Background: an optimization exercise with open tools, aiming at small area and a short achievable clock period. Do not read the settings as production practice.
Function was checked by simulation only, so behaviour that the tests miss may differ from the original.

### flow/run.sh
#!/bin/bash
# synth_recipe.tcl (not shown) runs the flow's synth.tcl, then flattens the netlist and writes it again
# the make line also repeats each setting of config.mk as NAME=value (left out here)
make -C /OpenROAD-flow-scripts/flow DESIGN_CONFIG=/design/flow/config.mk WORK_HOME=/design/flow/orfs CLKGATE_MAP_FILE= SYNTH_SCRIPT=/design/flow/synth_recipe.tcl finish
### flow/config.mk
export PLATFORM = sky130hd
export DESIGN_NAME = iir_filter
export DESIGN_NICKNAME = iir_filter
export VERILOG_FILES = /design/flow/design.v
export SDC_FILE = /design/flow/constraint.sdc
export NUM_CORES = 4
export LEC_CHECK = 0
export CAP_MARGIN = 20
export CORE_MARGIN = 2
export CORE_UTILIZATION = 50
export SLEW_MARGIN = 20
### flow/constraint.sdc
create_clock -name core_clock -period 8.0 [get_ports {clk}]
set_input_delay 1.6000 -clock core_clock [delete_from_list [all_inputs] [get_ports {clk}]]
set_output_delay 1.6000 -clock core_clock [all_outputs]
set_load 0.01 [all_outputs]
### flow/design.v
package iir_filter_pkg;
	localparam int sample_w = 15;
	localparam int gain_w = 25;
	localparam int frac_bits = 6;
	localparam int filter_order = 3;
	localparam int wb_addr_w = 3;
	localparam int wb_data_w = 32;
	typedef enum logic [wb_addr_w-1:0] {
		b0 = 3'd0,
		b1 = 3'd1,
		b2 = 3'd2,
		b3 = 3'd3,
		a1 = 3'd4,
		a2 = 3'd5,
		a3 = 3'd6
	} coef_index_e;
	localparam logic [(filter_order+1)*gain_w-1:0] default_num_gains = {
		gain_w'(662),
		gain_w'(-650),
		gain_w'(-221),
		gain_w'(216)
	};
	localparam logic [filter_order*gain_w-1:0] default_den_gains = {
		gain_w'(-39),
		gain_w'(-316),
		gain_w'(28)
	};
	function automatic logic signed [sample_w-1:0] scale_product(
		input logic signed [sample_w-1:0] sample,
		input logic signed [gain_w-1:0] gain
	);
		logic signed [sample_w+gain_w-1:0] product;
		product = sample * gain;
		scale_product = product[frac_bits +: sample_w];
	endfunction
endpackage
`timescale 1ns/1ps
module coefficient_regs (
	input  logic clk,
	input  logic rst,
	input  logic wb_cyc,
	input  logic wb_stb,
	input  logic wb_we,
	input  logic [iir_filter_pkg::wb_addr_w-1:0] wb_adr,
	input  logic [iir_filter_pkg::wb_data_w-1:0] wb_dat_i,
	output logic [iir_filter_pkg::wb_data_w-1:0] wb_dat_o,
	output logic wb_ack,
	output logic [(iir_filter_pkg::filter_order+1)*iir_filter_pkg::gain_w-1:0] num_gains,
	output logic [iir_filter_pkg::filter_order*iir_filter_pkg::gain_w-1:0] den_gains
);
	logic signed [iir_filter_pkg::gain_w-1:0] gains [2*iir_filter_pkg::filter_order+1];
	iir_filter_pkg::coef_index_e coef_sel;
	logic adr_valid;
	logic access;
	logic ack_q;
	assign coef_sel = iir_filter_pkg::coef_index_e'(wb_adr);
	assign adr_valid = (wb_adr <= iir_filter_pkg::a3);
	assign access = wb_cyc && wb_stb && !ack_q;
	always_ff @(posedge clk or posedge rst) begin
		if (rst) begin
			ack_q <= 1'b0;
		end else begin
			ack_q <= access;
		end
	end
	assign wb_ack = ack_q && wb_stb;
	always_ff @(posedge clk or posedge rst) begin
		if (rst) begin
			for (int i = 0; i <= iir_filter_pkg::filter_order; i++) begin
				gains[int'(iir_filter_pkg::b0) + i] <=
					iir_filter_pkg::default_num_gains[i*iir_filter_pkg::gain_w +: iir_filter_pkg::gain_w];
			end
			for (int i = 0; i < iir_filter_pkg::filter_order; i++) begin
				gains[int'(iir_filter_pkg::a1) + i] <=
					iir_filter_pkg::default_den_gains[i*iir_filter_pkg::gain_w +: iir_filter_pkg::gain_w];
			end
		end else if (access && wb_we && adr_valid) begin
			gains[coef_sel] <= wb_dat_i[iir_filter_pkg::gain_w-1:0];
		end
	end
	always_comb begin
		if (adr_valid) begin
			wb_dat_o = {
				{(iir_filter_pkg::wb_data_w-iir_filter_pkg::gain_w)
					{gains[coef_sel][iir_filter_pkg::gain_w-1]}},
				gains[coef_sel]
			};
		end else begin
			wb_dat_o = '0;
		end
	end
	for (genvar k = 0; k <= iir_filter_pkg::filter_order; k++) begin : g_num
		assign num_gains[k*iir_filter_pkg::gain_w +: iir_filter_pkg::gain_w] =
			gains[int'(iir_filter_pkg::b0) + k];
	end
	for (genvar k = 0; k < iir_filter_pkg::filter_order; k++) begin : g_den
		assign den_gains[k*iir_filter_pkg::gain_w +: iir_filter_pkg::gain_w] =
			gains[int'(iir_filter_pkg::a1) + k];
	end
endmodule
`timescale 1ns/1ps
module state_chain (
	input  logic clk,
	input  logic rst,
	input  logic signed [iir_filter_pkg::sample_w-1:0] data,
	input  logic data_en,
	input  logic signed [iir_filter_pkg::sample_w-1:0] den_sum,
	output logic signed [iir_filter_pkg::sample_w-1:0] state_now,
	output logic state_en,
	output logic [iir_filter_pkg::filter_order*iir_filter_pkg::sample_w-1:0] past_states
);
	logic signed [iir_filter_pkg::sample_w-1:0] error;
	assign error = data - den_sum;
	always_ff @(posedge clk or posedge rst) begin
		if (rst) begin
			state_now <= '0;
			state_en <= 1'b0;
		end else begin
			state_en <= data_en;
			if (data_en) begin
				state_now <= error;
			end
		end
	end
	always_ff @(posedge clk or posedge rst) begin
		if (rst) begin
			past_states <= '0;
		end else if (state_en) begin
			past_states <= {
				past_states[(iir_filter_pkg::filter_order-1)*iir_filter_pkg::sample_w-1:0],
				state_now
			};
		end
	end
endmodule
`timescale 1ns/1ps
module denominator_feedback (
	input  logic clk,
	input  logic rst,
	input  logic [iir_filter_pkg::filter_order*iir_filter_pkg::sample_w-1:0] past_states,
	input  logic [iir_filter_pkg::filter_order*iir_filter_pkg::gain_w-1:0] den_gains,
	output logic signed [iir_filter_pkg::sample_w-1:0] den_sum
);
	logic signed [iir_filter_pkg::sample_w-1:0] prod_q [iir_filter_pkg::filter_order];
	logic signed [iir_filter_pkg::sample_w-1:0] sum_next;
	always_ff @(posedge clk or posedge rst) begin
		if (rst) begin
			for (int k = 0; k < iir_filter_pkg::filter_order; k++) begin
				prod_q[k] <= '0;
			end
		end else begin
			for (int k = 0; k < iir_filter_pkg::filter_order; k++) begin
				prod_q[k] <= iir_filter_pkg::scale_product(
					past_states[k*iir_filter_pkg::sample_w +: iir_filter_pkg::sample_w],
					den_gains[k*iir_filter_pkg::gain_w +: iir_filter_pkg::gain_w]);
			end
		end
	end
	always_comb begin
		sum_next = '0;
		for (int k = 0; k < iir_filter_pkg::filter_order; k++) begin
			sum_next = sum_next + prod_q[k];
		end
	end
	always_ff @(posedge clk or posedge rst) begin
		if (rst) begin
			den_sum <= '0;
		end else begin
			den_sum <= sum_next;
		end
	end
endmodule
`timescale 1ns/1ps
module numerator_feedforward (
	input  logic clk,
	input  logic rst,
	input  logic signed [iir_filter_pkg::sample_w-1:0] state_now,
	input  logic state_en,
	input  logic [iir_filter_pkg::filter_order*iir_filter_pkg::sample_w-1:0] past_states,
	input  logic [(iir_filter_pkg::filter_order+1)*iir_filter_pkg::gain_w-1:0] num_gains,
	output logic signed [iir_filter_pkg::sample_w-1:0] data_out,
	output logic data_out_en
);
	logic signed [iir_filter_pkg::sample_w-1:0] prod_q [iir_filter_pkg::filter_order+1];
	logic prod_en;
	logic signed [iir_filter_pkg::sample_w-1:0] sum_next;
	always_ff @(posedge clk or posedge rst) begin
		if (rst) begin
			prod_en <= 1'b0;
			for (int k = 0; k <= iir_filter_pkg::filter_order; k++) begin
				prod_q[k] <= '0;
			end
		end else begin
			prod_en <= state_en;
			if (state_en) begin
				prod_q[0] <= iir_filter_pkg::scale_product(state_now,
					num_gains[0 +: iir_filter_pkg::gain_w]);
				for (int k = 1; k <= iir_filter_pkg::filter_order; k++) begin
					prod_q[k] <= iir_filter_pkg::scale_product(
						past_states[(k-1)*iir_filter_pkg::sample_w +: iir_filter_pkg::sample_w],
						num_gains[k*iir_filter_pkg::gain_w +: iir_filter_pkg::gain_w]);
				end
			end
		end
	end
	always_comb begin
		sum_next = '0;
		for (int k = 0; k <= iir_filter_pkg::filter_order; k++) begin
			sum_next = sum_next + prod_q[k];
		end
	end
	always_ff @(posedge clk or posedge rst) begin
		if (rst) begin
			data_out <= '0;
			data_out_en <= 1'b0;
		end else begin
			data_out_en <= prod_en;
			if (prod_en) begin
				data_out <= sum_next;
			end
		end
	end
endmodule
`timescale 1ns/1ps
module iir_filter (
	input  logic clk,
	input  logic rst,
	input  logic signed [iir_filter_pkg::sample_w-1:0] data,
	input  logic data_en,
	input  logic wb_cyc,
	input  logic wb_stb,
	input  logic wb_we,
	input  logic [iir_filter_pkg::wb_addr_w-1:0] wb_adr,
	input  logic [iir_filter_pkg::wb_data_w-1:0] wb_dat_i,
	output logic [iir_filter_pkg::wb_data_w-1:0] wb_dat_o,
	output logic wb_ack,
	output logic signed [iir_filter_pkg::sample_w-1:0] data_out,
	output logic data_out_en
);
	logic [(iir_filter_pkg::filter_order+1)*iir_filter_pkg::gain_w-1:0] num_gains;
	logic [iir_filter_pkg::filter_order*iir_filter_pkg::gain_w-1:0] den_gains;
	logic signed [iir_filter_pkg::sample_w-1:0] state_now;
	logic state_en;
	logic [iir_filter_pkg::filter_order*iir_filter_pkg::sample_w-1:0] past_states;
	logic signed [iir_filter_pkg::sample_w-1:0] den_sum;
	coefficient_regs i_coefficient_regs (
		.clk       (clk),
		.rst       (rst),
		.wb_cyc    (wb_cyc),
		.wb_stb    (wb_stb),
		.wb_we     (wb_we),
		.wb_adr    (wb_adr),
		.wb_dat_i  (wb_dat_i),
		.wb_dat_o  (wb_dat_o),
		.wb_ack    (wb_ack),
		.num_gains (num_gains),
		.den_gains (den_gains)
	);
	state_chain i_state_chain (
		.clk         (clk),
		.rst         (rst),
		.data        (data),
		.data_en     (data_en),
		.den_sum     (den_sum),
		.state_now   (state_now),
		.state_en    (state_en),
		.past_states (past_states)
	);
	denominator_feedback i_denominator_feedback (
		.clk         (clk),
		.rst         (rst),
		.past_states (past_states),
		.den_gains   (den_gains),
		.den_sum     (den_sum)
	);
	numerator_feedforward i_numerator_feedforward (
		.clk         (clk),
		.rst         (rst),
		.state_now   (state_now),
		.state_en    (state_en),
		.past_states (past_states),
		.num_gains   (num_gains),
		.data_out    (data_out),
		.data_out_en (data_out_en)
	);
endmodule
==> results.txt <==
-- path summary, 6_finish.rpt --
kind | start | cells after the start | slack, ns | endpoint
max reg2reg | i_state_chain.state_now[1] | 21 | 1.16 | i_numerator_feedforward.prod_q[0][14]
min | i_numerator_feedforward.data_out[12] | 1 | 0.51 | i_numerator_feedforward.data_out[12]
max | i_state_chain.state_now[1] | 21 | 1.16 | i_numerator_feedforward.prod_q[0][14]
max in group asynchronous | rst | 4 | 5.09 | i_numerator_feedforward.data_out[0]
min reg2reg | i_numerator_feedforward.data_out[12] | 1 | 0.51 | i_numerator_feedforward.data_out[12]
min in group asynchronous | rst | 2 | 1.33 | i_denominator_feedback.den_sum[0]
-- cells in the mapped netlist (6+ instances only) --
library cell / number
o21a_1: 11
a211oi_1: 8
nand2_1: 896
nand4_1: 7
and2_1: 556
and3_1: 13
nor2_1: 159
xnor2_1: 278
xor2_1: 47
o21ai_0: 50
or3_1: 7
nand3_1: 18
buf_4: 7
o22ai_1: 8
clkbuf_1: 290
a21oi_1: 80
mux2_2: 309
fa_1: 1066
nand2b_1: 35
a22oi_1: 22
inv_1: 1392
a221oi_1: 10
buf_2: 9
dfrtp_1: 280
ha_1: 454
nor3_1: 32
dfstp_2: 94
nor2b_1: 27
a31oi_1: 8
buf_1: 6
mux2i_1: 23
a21o_1: 19
-- flip-flops by register name, summed over array words and instances (netlist names) --
name and flops:
i_state_chain.state_en 1, i_coefficient_regs.ack_q 1, i_numerator_feedforward.prod_q 60, i_state_chain.state_now 15, i_denominator_feedback.prod_q 45, i_denominator_feedback.den_sum 15
i_numerator_feedforward.data_out 15, i_numerator_feedforward.data_out_en 1, i_numerator_feedforward.prod_en 1, i_state_chain.past_states 45, i_coefficient_regs.gains 175
-- metrics by stage --
stage / setup slack, ns / utilization / instance area, um^2 / instances
6_report: 1.155 / 0.5364 / 64100 / 7880
5_1_grt: 0.8412 / 0.5364 / 64100 / 7879
4_1_cts: 1.154 / 0.5364 / 64100 / 7879
3_5_place_dp: 1.160 / 0.5221 / 62390 / 7793
3_3_place_gp: 1.167 / 0.5221 / 62390 / 7793
2_1_floorplan: 1.455 / - / 59950 / 6316
-- critical path: cells and delay by family, from the launching register on --
family,cells,cell delay (ns)
DFF,1,0.98
AOI/OAI and AO/OA,5,0.97
and+or+nand+nor,2,0.73
buffers and inverters,5,0.26
adders and majority gates,7,3.38
xor gates and xnor gates,1,0.13
muxes,1,0.27
-- cell usage in the layout, fill, tap and decap left out, types with 8 or more instances in the layout --
cell,count
a211oi_1,8
and2_1,556
dfrtp_1,276
a22oi_1,22
a21o_1,19
nand3_1,18
dfstp_2,94
clkdlybuf4s50_1,95
clkbuf_8,10
o21ai_0,50
nand2_1,896
mux2_2,309
nor2_1,158
clkbuf_16,46
xor2_1,47
xnor2_1,278
mux2i_1,23
and3_1,13
a21oi_1,80
a31oi_1,8
fa_1,1066
buf_4,76
o21a_1,11
clkinv_2,8
bufinv_16,9
nor3_1,30
nand2b_1,35
nor2b_1,27
inv_1,1391
o22ai_1,8
ha_1,454
a221oi_1,10
-- area by class of cell --
class | instances | area share
multi-input combinational | 4236 | 0.6871
inverter | 1394 | 0.08169
sequential | 374 | 0.1480
timing repair buffer | 177 | 0.02514
tap | 1612 | 0.03147
clock buffer | 59 | 0.02028
antenna | 1 | 0.00003904
clock inverter | 27 | 0.006344
-- cell families (layout without fill, tap and decap cells) --
kind of cell / count (synthesis) / in the layout / synth area share
flip-flops: 374 / 374 / 0.1581
XOR/XNOR: 325 / 325 / 0.04749
other: 0 / 1 / 0
adder cells (fa/ha/maj): 1520 / 1520 / 0.4508
buffers and inverters: 1706 / 1657 / 0.1075
AND/OR/NAND/NOR: 1773 / 1773 / 0.1407
AO/OA/AOI/OAI: 282 / 282 / 0.03225
multiplexers: 336 / 336 / 0.06327
-- layer usage --
layer	part of all wire	global-route usage	vias to the layer above
met5	0.00063	0	-
met4	0.026	0.07322	14
met3	0.074	0.05180	238
met2	0.45	0.4489	1274
met1	0.45	0.4033	22009
li1	-	-	18563
==> impl_metrics.py <==
metrics = {
    "synthesis": {
        "synth_ff_type": "dfrtp_1",
        "postSynthRegisterBits": 374,
        "synthesis.instances": 6316,
        "yosys.area.top_type_share": 0.3560,
        "synth-seq-area-share": 0.1581,
        "postSynthAreaPerCell_um2": 9.491,
        "yosysWarningCount": 7,
        "number_of_synthesized_flops_with_an_enable_pin": 0,
        "synth.largest_area_cell": "fa_1",
        "synth_fp_nets": 7892,
        "async_reset_ff_frac": 1.000,
        "syn-cell-area_um2": 59940,
        "ys_top_cells_by_area": "fa_1 36%, dfrtp_1 12%, ha_1 9.5%",
        "synth_cell_type_count": 74,
    },
    "sta": {
        "setup_viol_count_final": 0,
        "timing.slew.headroom": 0.2251,
        "hold_violations": 0,
        "whs_ns": 0.5073,
        "slew_limit_fails": 0,
        "fin_skew_ns": 0.04136,
        "setup_tns_ns": 0,
        "final.min_clock_period_ns": 6.845,
        "layout_worst_path_cycle_share": 0.8556,
        "unrepaired_setup_endpoints_after_global_routing": "false",
        "worstMarginPinSlew_ns": 1.162,
        "max_freq_mhz": 146.1,
    },
    "die": {
        "start_util": 0.5016,
        "die_y_um": 350.2,
        "std_cell_rows": 127,
        "fp.coreArea_um2": 119500,
        "boundaryPins": 105,
        "fp.dieW_um": 350.2,
        "fp.dieArea_um2": 122700,
    },
    "clock_network": {
        "cts-htree-levels": 2,
        "cell_at_the_root_of_the_clock_tree": "clkbuf_16",
        "clock_insertion_delay_worst_skew_ns": 0.66,
        "clk_pin_slew_worst_paths_ns": 0.07,
        "post-cts-setup-buffer-count": 0,
        "numCtsBuffers": 46,
        "cts_resized": 0,
        "post_cts_hold_buffer_count": 0,
        "cts_num_sinks": 374,
        "cts_tree": "yes",
        "maximum_clock_path_buffer_count": 3,
    },
    "placement": {
        "buffer_ports.inserted": 97,
        "place_congestion": 0.9300,
        "detailedPlacementHpwl_um": 130400,
    },
    "finish": {
        "drive_above_1_share": 0.09670,
        "num-nets-final": 7805,
        "areaGrowthSynthToFinish_pct": 6.936,
        "multi_input_area_um2": 44040,
        "area.sequential_um2": 9484,
        "fillCellCount": 10997,
    },
    "worst_setup_path": {
        "critPathLaunchType": "register",
        "worstPathMaxFanout": 22,
        "delay_contributed_by_the_slowest_stage_of_the_critical_path_ns": 0.98,
        "critPathRequiredTime_ns": 8.52,
        "path_cells": "nand2_1 -> fa_1 -> fa_1 -> inv_1 -> fa_1 -> inv_1 -> fa_1 -> inv_1 -> fa_1 -> inv_1 -> fa_1 -> inv_1 -> ha_1 -> or4_1 -> a21oi_2 -> o41ai_4 -> a21oi_4 -> o211ai_2 -> a31oi_2 -> xnor2_1 -> mux2_2",
        "critical-path-slowest-cell": "dfrtp_1",
        "crit_path_frequent_cell": "fa_1",
        "worstSetupPathType": "register to register",
        "worst_ep_arrival_time_ns": 7.37,
        "timing.critical_path.to_type": "register",
    },
    "drt": {
        "vias": 42098,
        "antenna_violating_nets_post_route": 0,
        "dr_iter_0_viols": 2844,
        "route.detailed.vias_per_inst": 5.342,
        "postRouteWirelength_um": 165600,
        "drc": 0,
        "drt-wirelength-per-cell_um": 21.01,
        "drt_pass1_iterations": 6,
    },
    "grt": {
        "first_global_vias": 45310,
        "overflow": 0,
        "gr-usage-all-layers": 0.2837,
        "wire_length_of_the_first_global_routing_pass_um": 265300,
        "grt_start_max_net_pins": 111,
        "number_of_antenna_violations_at_the_first_check_in_global_routing": 16,
    },
    "job": {
        "maxCapViolations": 0,
    },
    "hold_path": {
        "path_category_of_the_worst_min_delay_check": "register to register",
    },
    "outcome": {
        "outcome": "no timing/DRC/antenna violations",
    },
}

-- static timing again, ports no longer ideal --
The results above use ideal ports. As a check the final layout listed here was re-extracted and re-timed, cells and wires unchanged. Step 1 assumes that a clkbuf_16 drives the clock port and a buf_2 every other input. Step 2 moves the port delays by t, midway between the first and last clock arrival at a register: inputs arrive t later, outputs are due t later. That takes back most of the time a late clock gives input paths. Slacks: ideal / step 1 / step 2; pairs: ideal / step 1.
t, ns: 0.710
setup WS [ns]: 1.155 / 1.155 / 1.155
latest minus earliest clock arrival (ns): 0.041 / 0.041
slew at the worst register clock pin (ns): 0.07 / 0.07
After both steps this run still meets setup and hold. For this run, drivers alone change the setup slack by 0.000 ns; drivers and shift together by 0.000 ns.
